From an optimization exercise on the open Yosys and OpenROAD flow, aimed at a short achievable clock period and few clock cycles per item; shortcuts taken in it are not production practice. The RTL was checked by simulation tests, not by an equivalence proof against the original design. Power is estimated from default activity; no workload was simulated.

==> run a: inputs <==
Design primReplayTop, start of the top module:
module primReplayTop (
   input  logic                    OSC_50_BANK6,
   input  logic                    rstN,
   input  logic                    hostReq,
   input  primTypesPkg::laneIdx_t  hostLane,
   input  primTypesPkg::primWord_t hostData,
   input  logic                    ctrlStart,
   input  logic                    startButtonN,
   input  logic                    rearmCmd,
   input  logic [3:0]              detectorUnderInit,
   input  logic                    txReady,
   output logic                    hostAck,
   output logic                    txValid,
   output primTypesPkg::primWord_t txData,
   output primTypesPkg::laneIdx_t  txLane,
   output primTypesPkg::laneMask_t refillIrq,
   output primTypesPkg::laneMask_t polling,
   output logic                    ECRST,
   output logic                    BCRST,
   output logic                    syncOut,
   output logic                    sysReady
);
   logic burst;
   logic clearActive;    
   logic clearNext;
   logic                                   acceptOk;
   logic                                   stgAcc;
   primTypesPkg::laneIdx_t                 stgLane;
   primTypesPkg::primWord_t                stgData;
   primTypesPkg::laneMask_t                txDone;
   primTypesPkg::laneMask_t                wrEn;
   primTypesPkg::laneMask_t                rdEn;
   logic [5-1:0][64-1:0] head;
   primTypesPkg::laneMask_t                nonEmptyNext;
   resetSequencer resetSeq0 (
      .OSC_50_BANK6 (OSC_50_BANK6),
      .rstN         (rstN),
      .rearmCmd     (rearmCmd),
      .clearActive  (clearActive),
      .clearNext    (clearNext),
      .sysReady     (sysReady)
   );
   replayController controller0 (
      .OSC_50_BANK6      (OSC_50_BANK6),
      .rstN              (rstN),
      .hostReq           (hostReq),
      .hostLane          (hostLane),
  ...
Settings: LEC_CHECK=0, ABC_CLOCK_PERIOD_IN_PS=1500, CAP_MARGIN=20, CORE_MARGIN=2, CORE_UTILIZATION=45, CTS_CLUSTER_DIAMETER=200, CTS_CLUSTER_SIZE=30, SETUP_SLACK_MARGIN=2.5, SLEW_MARGIN=20; clock period 5.0 ns.
run.sh (not shown) runs the stock make flow with config.mk's settings and CLKGATE_MAP_FILE= SYNTH_SCRIPT=/design/flow/synth_recipe.tcl, a recipe that flattens the netlist after the stock synthesis.
==> run b (differences from run a) <==
--- a/flow/design.v
+++ b/flow/design.v
@@ -113,29 +113,30 @@
    input  primTypesPkg::laneMask_t rdEn,       
    output logic [5-1:0][64-1:0] head,
    output primTypesPkg::laneMask_t nonEmptyNext    
 );
    for (genvar i = 0; i < 5; i++) begin : gLane
       primTypesPkg::primWord_t  ent [16];
-      logic [16:0]     occ;        
+      primTypesPkg::fillLevel_t occ;
       logic [16-1:0]   atTail;     
       logic [16-1:0]   atTail1;    
       for (genvar j = 0; j < 16; j++) begin : gDec
-         assign atTail[j]  = wrEn[i] && occ[j];
-         assign atTail1[j] = wrEn[i] && occ[j + 1];
+         assign atTail[j]  = wrEn[i] && (occ == primTypesPkg::fillLevel_t'(j));
+         assign atTail1[j] = wrEn[i] && (occ == primTypesPkg::fillLevel_t'(j + 1));
       end
-      assign nonEmptyNext[i] = !clear && (wrEn[i] || !(occ[0] || occ[1]) || (occ[1] && !rdEn[i]));
+      assign nonEmptyNext[i] = !clear && (wrEn[i] || (occ > primTypesPkg::fillLevel_t'(1))
+                                          || ((occ == primTypesPkg::fillLevel_t'(1)) && !rdEn[i]));
       always_ff @(posedge OSC_50_BANK6 or negedge rstN) begin
          if (!rstN) begin
-            occ <= (16+1)'(1);
+            occ <= '0;
          end else if (clear) begin
-            occ <= (16+1)'(1);
+            occ <= '0;
          end else begin
             case ({wrEn[i], rdEn[i]})
-               2'b10:   occ <= occ << 1;
-               2'b01:   occ <= occ >> 1;
+               2'b10:   occ <= occ + 1'b1;
+               2'b01:   occ <= occ - 1'b1;
                default: occ <= occ;
             endcase
          end
       end
       for (genvar j = 0; j < 16; j++) begin : gEnt
          always_ff @(posedge OSC_50_BANK6) begin
@@ -156,13 +157,12 @@
 `timescale 1ns/1ps
 module laneDrainArbiter (
    input  logic                    OSC_50_BANK6,
    input  logic                    rstN,
    input  logic                    txReady,
    input  logic                    clearActive,
-   input  logic                    clearNext,
    output logic                    txValid,
    output primTypesPkg::primWord_t txData,
    output primTypesPkg::laneIdx_t  txLane,
    output primTypesPkg::laneMask_t txDone,     
    input  logic                    acceptOk,
    input  primTypesPkg::laneIdx_t  hostLane,
@@ -175,126 +175,84 @@
    input  primTypesPkg::laneMask_t nonEmptyNext
 );
    primTypesPkg::laneMask_t selLane;    
    logic      selStg;                   
    logic      selHost;                  
    logic      stgPend;                  
-   logic      take;                     
-   primTypesPkg::laneMask_t popLane;    
    logic      tCounted;                 
-   logic      skValid;                  
-   primTypesPkg::primWord_t skData;
-   primTypesPkg::laneIdx_t  skLane;
    logic      tFree;
-   logic      hold;
+   logic      tLoad;
    logic      stgPendNext;
    logic      anyNext;
-   logic      skValidNext;
-   logic      takeNext;
    primTypesPkg::laneMask_t selLaneNext;
    primTypesPkg::primWord_t srcData;
    primTypesPkg::laneIdx_t  srcLane;
    logic      srcValid;
-   primTypesPkg::laneMask_t wrEnNext;
-   primTypesPkg::primWord_t tIn;
-   primTypesPkg::laneIdx_t  tInLane;
-   primTypesPkg::primWord_t tShData;
-   primTypesPkg::laneIdx_t  tShLane;
    assign tFree = !txValid || txReady;
-   assign hold  = txValid && !txReady;
-   assign rdEn = popLane;
+   assign tLoad = tFree && !clearActive;
+   assign rdEn = tLoad ? selLane : '0;
    for (genvar i = 0; i < 5; i++) begin : gWr
-      assign wrEnNext[i] = stgPendNext && !(takeNext && !anyNext)
-                           && (hostLane == primTypesPkg::laneIdx_t'(i));
-      assign txDone[i] = txValid && txReady && tCounted && (tShLane == primTypesPkg::laneIdx_t'(i));
+      assign wrEn[i] = stgPend && !(tLoad && selStg) && (stgLane == primTypesPkg::laneIdx_t'(i));
+      assign txDone[i] = txValid && txReady && tCounted && (txLane == primTypesPkg::laneIdx_t'(i));
    end
-   assign stgPendNext = acceptOk && !(take && selHost);
+   assign stgPendNext = acceptOk && !(tLoad && selHost);
    always_comb begin
       selLaneNext = '0;
       for (int i = 5 - 1; i >= 0; i--) begin
          if (nonEmptyNext[i]) begin
             selLaneNext = primTypesPkg::laneMask_t'(1) << i;
          end
       end
    end
    assign anyNext = |nonEmptyNext;
-   always_comb begin
-      srcData = selHost ? hostData : '0;
-      srcLane = selHost ? hostLane : '0;
-      if (selStg) begin
-         srcData = srcData | stgData;
-         srcLane = srcLane | stgLane;
-      end
-      for (int i = 0; i < 5; i++) begin
-         if (selLane[i]) begin
-            srcData = srcData | head[i];
-            srcLane = srcLane | primTypesPkg::laneIdx_t'(i);
-         end
-      end
-   end
-   assign srcValid = selHost ? acceptOk : 1'b1;
-   assign skValidNext = !clearActive && !tFree && (skValid || (take && srcValid));
-   assign takeNext    = !skValidNext && !clearNext;
    always_ff @(posedge OSC_50_BANK6 or negedge rstN) begin
       if (!rstN) begin
          selLane <= '0;
          selStg  <= 1'b0;
          selHost <= 1'b1;
          stgPend <= 1'b0;
-         take    <= 1'b0;
-         popLane <= '0;
-         wrEn    <= '0;
-         skValid <= 1'b0;
       end else begin
          selLane <= selLaneNext;
          selStg  <= !anyNext && stgPendNext;
          selHost <= !anyNext && !stgPendNext;
          stgPend <= stgPendNext;
-         take    <= takeNext;
-         popLane <= takeNext ? selLaneNext : '0;
-         wrEn    <= wrEnNext;
-         skValid <= skValidNext;
       end
    end
-   always_ff @(posedge OSC_50_BANK6) begin
-      if (!skValid) begin
-         skData <= srcData;
-         skLane <= srcLane;
+   always_comb begin
+      srcData = selHost ? hostData : '0;
+      srcLane = selHost ? hostLane : '0;
+      if (selStg) begin
+         srcData = srcData | stgData;
+         srcLane = srcLane | stgLane;
+      end
+      for (int i = 0; i < 5; i++) begin
+         if (selLane[i]) begin
+            srcData = srcData | head[i];
+            srcLane = srcLane | primTypesPkg::laneIdx_t'(i);
+         end
       end
    end
+   assign srcValid = selHost ? acceptOk : 1'b1;
    always_ff @(posedge OSC_50_BANK6 or negedge rstN) begin
       if (!rstN) begin
          txValid  <= 1'b0;
          tCounted <= 1'b0;
+         txData   <= '0;
+         txLane   <= '0;
       end else begin
+         if (tFree) begin
+            txValid  <= srcValid && !clearActive;
+            tCounted <= 1'b1;
+            txData   <= srcData;
+            txLane   <= srcLane;
+         end
          if (clearActive) begin
-            txValid  <= hold;
             tCounted <= 1'b0;    
-         end else begin
-            txValid  <= hold || skValid || (take && srcValid);
-            if (tFree) begin
-               tCounted <= 1'b1;
-            end
          end
       end
    end
-   assign tIn     = skValid ? skData : srcData;
-   assign tInLane = skValid ? skLane : srcLane;
-   always_ff @(posedge OSC_50_BANK6) begin
-      txData <= hold ? tShData : tIn;
-      txLane <= hold ? tShLane : tInLane;
-   end
-   always_ff @(posedge OSC_50_BANK6 or negedge rstN) begin
-      if (!rstN) begin
-         tShData <= '0;
-         tShLane <= '0;
-      end else if (!hold) begin
-         tShData <= tIn;
-         tShLane <= tInLane;
-      end
-   end
 endmodule
 `timescale 1ns/1ps
 module burstMarkerGen (
    input  logic OSC_50_BANK6,
    input  logic rstN,
    input  logic burst,
@@ -332,13 +290,12 @@
 `timescale 1ns/1ps
 module resetSequencer (
    input  logic OSC_50_BANK6,
    input  logic rstN,
    input  logic rearmCmd,
    output logic clearActive,
-   output logic clearNext,      
    output logic sysReady
 );
    localparam int CntW = $clog2(650 + 1);
    ctrlTypesPkg::rstPhase_t phase;
    ctrlTypesPkg::rstPhase_t phaseNext;
    logic [CntW-1:0] cycleCnt;    
@@ -369,23 +326,22 @@
             if (rearmCmd) begin
                phaseNext = ctrlTypesPkg::Idle;
             end
          end
       endcase
    end
-   assign clearNext = (phaseNext == ctrlTypesPkg::Clear);
    always_ff @(posedge OSC_50_BANK6 or negedge rstN) begin
       if (!rstN) begin
          phase       <= ctrlTypesPkg::Idle;
          cycleCnt    <= '0;
          clearActive <= 1'b0;
          sysReady    <= 1'b0;
       end else begin
          phase       <= phaseNext;
          cycleCnt    <= cycleCntNext;
-         clearActive <= clearNext;
+         clearActive <= (phaseNext == ctrlTypesPkg::Clear);
          sysReady    <= (phaseNext == ctrlTypesPkg::Armed);
       end
    end
 endmodule
 `timescale 1ns/1ps
 module primReplayTop (
@@ -409,13 +365,12 @@
    output logic                    BCRST,
    output logic                    syncOut,
    output logic                    sysReady
 );
    logic burst;
    logic clearActive;    
-   logic clearNext;
    logic                                   acceptOk;
    logic                                   stgAcc;
    primTypesPkg::laneIdx_t                 stgLane;
    primTypesPkg::primWord_t                stgData;
    primTypesPkg::laneMask_t                txDone;
    primTypesPkg::laneMask_t                wrEn;
@@ -424,13 +379,12 @@
    primTypesPkg::laneMask_t                nonEmptyNext;
    resetSequencer resetSeq0 (
       .OSC_50_BANK6 (OSC_50_BANK6),
       .rstN         (rstN),
       .rearmCmd     (rearmCmd),
       .clearActive  (clearActive),
-      .clearNext    (clearNext),
       .sysReady     (sysReady)
    );
    replayController controller0 (
       .OSC_50_BANK6      (OSC_50_BANK6),
       .rstN              (rstN),
       .hostReq           (hostReq),
@@ -462,13 +416,12 @@
    );
    laneDrainArbiter drainArb0 (
       .OSC_50_BANK6 (OSC_50_BANK6),
       .rstN         (rstN),
       .txReady      (txReady),
       .clearActive  (clearActive),
-      .clearNext    (clearNext),
       .txValid      (txValid),
       .txData       (txData),
       .txLane       (txLane),
       .txDone       (txDone),
       .acceptOk     (acceptOk),
       .hostLane     (hostLane),
Settings changed: ABC_CLOCK_PERIOD_IN_PS 1500 to unset, CORE_UTILIZATION 45 to 40, CTS_CLUSTER_DIAMETER 200 to unset, CTS_CLUSTER_SIZE 30 to unset, SETUP_SLACK_MARGIN 2.5 to unset.
==> notes.md <==
CTS Buf Count: run b 574; run a 207
Count of nets after finishing: run b 19000; run a 22700
Run status: run b finished clean; run a finished clean
Power in the clock group: run b 43700 uW; run a 22500 uW
Detailed placer's ending HPWL: run b 488 mm; run a 405 mm
Filler instances: run b 48400; run a 47800
Cell area after technology mapping: run b 212000 sq um; run a 232000 sq um
Number of non-clock buffers in the layout: run b 723; run a 669
Multi-input logic cell count: run b 12000; run a 16200
Via-per-instance ratio: run b 6.42; run a 5.86
Global-route usage over all layers: run b 0.286; run a 0.252
Die Width: run b 732 um; run a 722 um
Number of register bits inferred by synthesis: run b 5346; run a 5551
Routability cong.: run b 0.906; run a 0.838
# Taps: run b 6994; run a 6757
Iteration-0 DRC Markers: run b 21100; run a 18100
Proportion of total power due to net switching: run b 0.280; run a 0.286
Post-synthesis adder-cell area fraction: run b 0.00365; run a 0.00167
Cell Count Post-Placement: run b 25300; run a 29000
Testbench counts of run a, summed over its fixed seeds: cycles 23,760, items 9,584.
Testbench counts of run b, summed over its fixed seeds: cycles 23,760, items 9,584.

==> port drivers added, routing unchanged <==
The flow's constraints put no driver on any port. The routed layouts listed below were extracted and timed again, unchanged, in two steps.
Step 1 sets driving cells, clkbuf_16 on the clock port and buf_2 on the other inputs (assumed; they add their load-dependent delay and slew).
Step 2 moves the port delays by t, midway between the first and last clock arrival at a register: inputs arrive t later, outputs are due t later. That takes back most of the time a late clock gives input paths.
Three values: ideal, step 1, step 2; two values: the first two.
| run | t, ns | slack for setup (ns) | hold slack, ns | clock arrival spread, ns | worst data-port slew with drivers (ns) |
|---|---|---|---|---|---|
| run a | 1.124 | 2.360 / 2.239 / 1.658 | 0.438 / 0.409 / 0.463 | 0.091 / 0.091 | 0.17 |
| run b | 1.207 | 0.821 / 0.821 / 0.233 | 0.407 / 0.301 / 0.409 | 0.091 / 0.090 | 0.17 |
After both steps every run listed still meets setup and hold. The setup slack of run a, which loses most, moves by -0.121 ns with the drivers and by -0.702 ns with both steps.
